Context: an optimization exercise on an open-source flow, tuned for small area and a short achievable clock period. The choices shown serve that exercise and are no tape-out recipe.
At most, simulation tests tie the RTL to the original design; equivalence was not proved.
Power is estimated from default activity; no workload was simulated. The flow treats the clock pin as an ideal source, which a real chip does not have.

==> flow/design.v <==
module mem_responder #(
   parameter int          DEPTH_WORDS = 64,
   parameter int          WAIT_CYCLES = 2,
   parameter logic [31:0] PASS_ADR    = 32'd84,
   parameter logic [31:0] PASS_DATA   = 32'd71,
   parameter logic [31:0] ALLOW_ADR   = 32'd80
) (
   input  logic        CLK,
   input  logic        Reset,
   input  logic        MemReq,
   input  logic        MemWrite,
   input  logic [31:0] DataAdr,
   input  logic [31:0] WriteData,
   input  logic [3:0]  ByteEn,
   output logic [31:0] ReadData,
   output logic        MemReady,
   output logic        Done,
   output logic        Pass
);
   localparam int NG = 8;                   
   localparam int NL = 8;                   
   logic s1, s2, resp;
   logic idle;
   assign idle = ~(s1 | s2 | resp);
   always_ff @(posedge CLK or posedge Reset) begin
      if (Reset) begin
         s1   <= 1'b0;
         s2   <= 1'b0;
         resp <= 1'b0;
      end else begin
         s1   <= idle & MemReq;
         s2   <= s1;
         resp <= s2;
      end
   end
   assign MemReady = resp;
   logic [NL-1:0] cap_lo;       
   logic [NG-1:0] cap_hi;       
   logic          cap_hi0;      
   logic [31:0]   cap_dat;
   logic [3:0]    cap_be;
   logic          cap_wr;
   logic unused_adr_lsb;
   assign unused_adr_lsb = ^DataAdr[1:0];
   always_ff @(posedge CLK) begin
      if (idle) begin
         for (int i = 0; i < NL; i++) cap_lo[i] <= (DataAdr[4:2] == 3'(i));
         for (int i = 0; i < NG; i++) cap_hi[i] <= (DataAdr[7:5] == 3'(i));
         cap_hi0 <= ~|DataAdr[31:8];
         cap_dat <= WriteData;
         cap_be  <= ByteEn;
         cap_wr  <= MemWrite;
      end
   end
   logic        mem_ph;
   logic [31:0] mem_q [DEPTH_WORDS];
   logic [31:0] col;
   logic        commit, commit_h;
   logic        st_commit;    
   always_ff @(posedge CLK) begin
      mem_ph <= ~mem_ph;
   end
   always_ff @(posedge CLK or posedge Reset) begin
      if (Reset) st_commit <= 1'b0;
      else       st_commit <= s2 & cap_wr;
   end
   assign commit   = st_commit;
   assign commit_h = resp & cap_wr;
   assign col      = cap_dat ^ {32{mem_ph}};
   for (genvar w = 0; w < DEPTH_WORDS; w++) begin : g_word
      logic        hit;
      logic [3:0]  wr_set;
      logic [3:0]  wr_hold;
      logic [31:0] nxt;
      assign hit     = cap_hi[w / NL] & cap_lo[w % NL];
      assign wr_set  =  ({4{commit   & hit}} & cap_be);
      assign wr_hold = ~({4{commit_h & hit}} & cap_be);
      for (genvar b = 0; b < 32; b++) begin : g_bit
         assign nxt[b] = ~((mem_q[w][b] | wr_set[b/8]) & (col[b] | wr_hold[b/8]));
      end
      always_ff @(posedge CLK) mem_q[w] <= nxt;
   end
   logic          rd_en;
   logic [NG-1:0] hi_rd;
   logic [31:0]   grp [NG];
   logic [31:0]   rd_mux;
   logic [31:0]   rd_q;
   assign rd_en = s2 & ~cap_wr;
   assign hi_rd = cap_hi & {NG{rd_en}};
   always_comb begin
      for (int g = 0; g < NG; g++) begin
         grp[g] = '0;
         for (int l = 0; l < NL; l++)
            grp[g] = grp[g] | (mem_q[g*NL + l] & {32{cap_lo[l]}});
      end
      rd_mux = '0;
      for (int g = 0; g < NG; g++)
         rd_mux = rd_mux | (grp[g] & {32{hi_rd[g]}});
   end
   always_ff @(posedge CLK or posedge Reset) begin
      if (Reset) rd_q <= '0;
      else       rd_q <= rd_mux ^ {32{rd_en & mem_ph}};
   end
   assign ReadData = rd_q;
   logic done_q, pass_q;
   logic hit_pass, hit_allow;
   assign hit_pass  = cap_hi0 && cap_hi[PASS_ADR[7:5]] && cap_lo[PASS_ADR[4:2]]
                      && (cap_dat == PASS_DATA);
   assign hit_allow = cap_hi0 && cap_hi[ALLOW_ADR[7:5]] && cap_lo[ALLOW_ADR[4:2]];
   always_ff @(posedge CLK or posedge Reset) begin
      if (Reset) begin
         done_q <= 1'b0;
         pass_q <= 1'b0;
      end else if (commit && !done_q) begin
         if (hit_pass) begin
            done_q <= 1'b1;
            pass_q <= 1'b1;
         end else if (!hit_allow) begin
            done_q <= 1'b1;
            pass_q <= 1'b0;
         end
      end
   end
   assign Done = done_q;
   assign Pass = pass_q;
endmodule
clock: 10.0 ns
lec_check: 0
cap_margin: 20
core_margin: 2
core_utilization: 65
place_density: 0.75
slew_margin: 20
standard.sh (not shown) runs the stock make flow with config.mk's settings and CLKGATE_MAP_FILE= SYNTH_SCRIPT=/design/flow/synth_recipe.tcl, a recipe that flattens the netlist after the stock synthesis.
==> flow/flow/run.sh <==
#!/bin/bash
# Standard synthesis (the standard.sh), then ORFS's standard layout steps
# with these changes: a larger repair_timing setup margin, clock-tree and
# port-buffer options. Each tool's output goes to its own log in the work
# folder (ORFS also keeps per-step logs in orfs/logs).
set -euo pipefail
bash standard.sh synth > synth.log 2>&1
bash standard.sh SETUP_SLACK_MARGIN=7 \
  CTS_ARGS="-sink_clustering_enable -repair_clock_nets -dont_use_dummy_load -sink_clustering_size 30 -sink_clustering_max_diameter 100" \
  BUFFER_PORTS_ARGS="-buffer_cell sky130_fd_sc_hd__buf_2" \
  finish > layout.log 2>&1
Then changed:
--- a/flow/design.v
+++ b/flow/design.v
@@ -35,23 +35,26 @@
    end
    assign MemReady = resp;
-   logic [NL-1:0] cap_lo;       
+   logic [NL-1:0] cap_nlo;      
    logic [NG-1:0] cap_hi;       
    logic          cap_hi0;      
-   logic [31:0]   cap_dat;
+   logic [31:0]   cap_col;      
+   logic          cap_d_pass;   
    logic [3:0]    cap_be;
    logic          cap_wr;
+   logic          mem_ph;       
    logic unused_adr_lsb;
    assign unused_adr_lsb = ^DataAdr[1:0];
    always_ff @(posedge CLK) begin
       if (idle) begin
-         for (int i = 0; i < NL; i++) cap_lo[i] <= (DataAdr[4:2] == 3'(i));
+         for (int i = 0; i < NL; i++) cap_nlo[i] <= (DataAdr[4:2] != 3'(i));
          for (int i = 0; i < NG; i++) cap_hi[i] <= (DataAdr[7:5] == 3'(i));
          cap_hi0 <= ~|DataAdr[31:8];
-         cap_dat <= WriteData;
+         for (int i = 0; i < 32; i++)
+            cap_col[i] <= (WriteData[i] ^ ~mem_ph) | ~ByteEn[i/8];
+         cap_d_pass <= (WriteData == PASS_DATA);
          cap_be  <= ByteEn;
          cap_wr  <= MemWrite;
       end
    end
-   logic        mem_ph;
    logic [31:0] mem_q [DEPTH_WORDS];
    logic [31:0] col;
@@ -67,45 +70,47 @@
    assign commit   = st_commit;
    assign commit_h = resp & cap_wr;
-   assign col      = cap_dat ^ {32{mem_ph}};
+   assign col      = cap_col;
    for (genvar w = 0; w < DEPTH_WORDS; w++) begin : g_word
       logic        hit;
       logic [3:0]  wr_set;
-      logic [3:0]  wr_hold;
+      logic        wr_hold;
       logic [31:0] nxt;
-      assign hit     = cap_hi[w / NL] & cap_lo[w % NL];
+      assign hit     = cap_hi[w / NL] & ~cap_nlo[w % NL];
       assign wr_set  =  ({4{commit   & hit}} & cap_be);
-      assign wr_hold = ~({4{commit_h & hit}} & cap_be);
+      assign wr_hold = ~(commit_h & hit);
       for (genvar b = 0; b < 32; b++) begin : g_bit
-         assign nxt[b] = ~((mem_q[w][b] | wr_set[b/8]) & (col[b] | wr_hold[b/8]));
+         assign nxt[b] = ~((mem_q[w][b] | wr_set[b/8]) & (col[b] | wr_hold));
       end
       always_ff @(posedge CLK) mem_q[w] <= nxt;
    end
    logic          rd_en;
-   logic [NG-1:0] hi_rd;
+   logic [NG-1:0] nhi_rd;
+   logic          rd_flip;
    logic [31:0]   grp [NG];
    logic [31:0]   rd_mux;
    logic [31:0]   rd_q;
    assign rd_en = s2 & ~cap_wr;
-   assign hi_rd = cap_hi & {NG{rd_en}};
+   assign nhi_rd  = ~(cap_hi & {NG{rd_en}});
+   assign rd_flip = mem_ph | ~rd_en;
    always_comb begin
       for (int g = 0; g < NG; g++) begin
-         grp[g] = '0;
+         grp[g] = '1;
          for (int l = 0; l < NL; l++)
-            grp[g] = grp[g] | (mem_q[g*NL + l] & {32{cap_lo[l]}});
+            grp[g] = grp[g] & (mem_q[g*NL + l] | {32{cap_nlo[l]}});
       end
-      rd_mux = '0;
+      rd_mux = '1;
       for (int g = 0; g < NG; g++)
-         rd_mux = rd_mux | (grp[g] & {32{hi_rd[g]}});
+         rd_mux = rd_mux & (grp[g] | {32{nhi_rd[g]}});
    end
    always_ff @(posedge CLK or posedge Reset) begin
       if (Reset) rd_q <= '0;
-      else       rd_q <= rd_mux ^ {32{rd_en & mem_ph}};
+      else       rd_q <= rd_mux ^ {32{rd_flip}};
    end
    assign ReadData = rd_q;
    logic done_q, pass_q;
    logic hit_pass, hit_allow;
-   assign hit_pass  = cap_hi0 && cap_hi[PASS_ADR[7:5]] && cap_lo[PASS_ADR[4:2]]
-                      && (cap_dat == PASS_DATA);
-   assign hit_allow = cap_hi0 && cap_hi[ALLOW_ADR[7:5]] && cap_lo[ALLOW_ADR[4:2]];
+   assign hit_pass  = cap_hi0 && cap_hi[PASS_ADR[7:5]] && !cap_nlo[PASS_ADR[4:2]]
+                      && cap_d_pass;
+   assign hit_allow = cap_hi0 && cap_hi[ALLOW_ADR[7:5]] && !cap_nlo[ALLOW_ADR[4:2]];
    always_ff @(posedge CLK or posedge Reset) begin
       if (Reset) begin
=> The new run completed without violations. Routed wire length grows by a few percent. Cell area shrinks by a few percent. Core utilization grows by 0.26 points. Worst setup slack is worse by 37 ps. First-iteration DRC count is lower by roughly a tenth. Power is lower by roughly a tenth. Flip-flop and latch count went up by 1. Via count hardly moves. Cell count fell slightly. Area after synthesis decreases by a few percent.
For the first run of this note, only the layout was checked, not whether the RTL still works.

[separate check: timing with driven ports]
No port has a modelled driver above. Below, the same layouts with a new extraction and two added sets of constraints. Step 1, drivers: a clkbuf_16 drives CLK and a buf_2 each remaining input, both assumed. Step 2 moves the port delays by t, midway between the first and last clock arrival at a register: inputs arrive t later, outputs are due t later. That takes back most of the time a late clock gives input paths. Slacks: ideal ports / drivers / drivers and shift; pairs: ideal ports / drivers.
run | shift t [ns] | setup slack, ns | clock arrival spread, ns | cell pins on the clock port's net
the first run | 0.785 | 6.655 / 6.572 / 6.908 | 0.061 / 0.060 | 1
the second run | 0.774 | 6.618 / 6.543 / 6.688 | 0.067 / 0.067 | 1
After both steps every run listed still meets setup and hold.
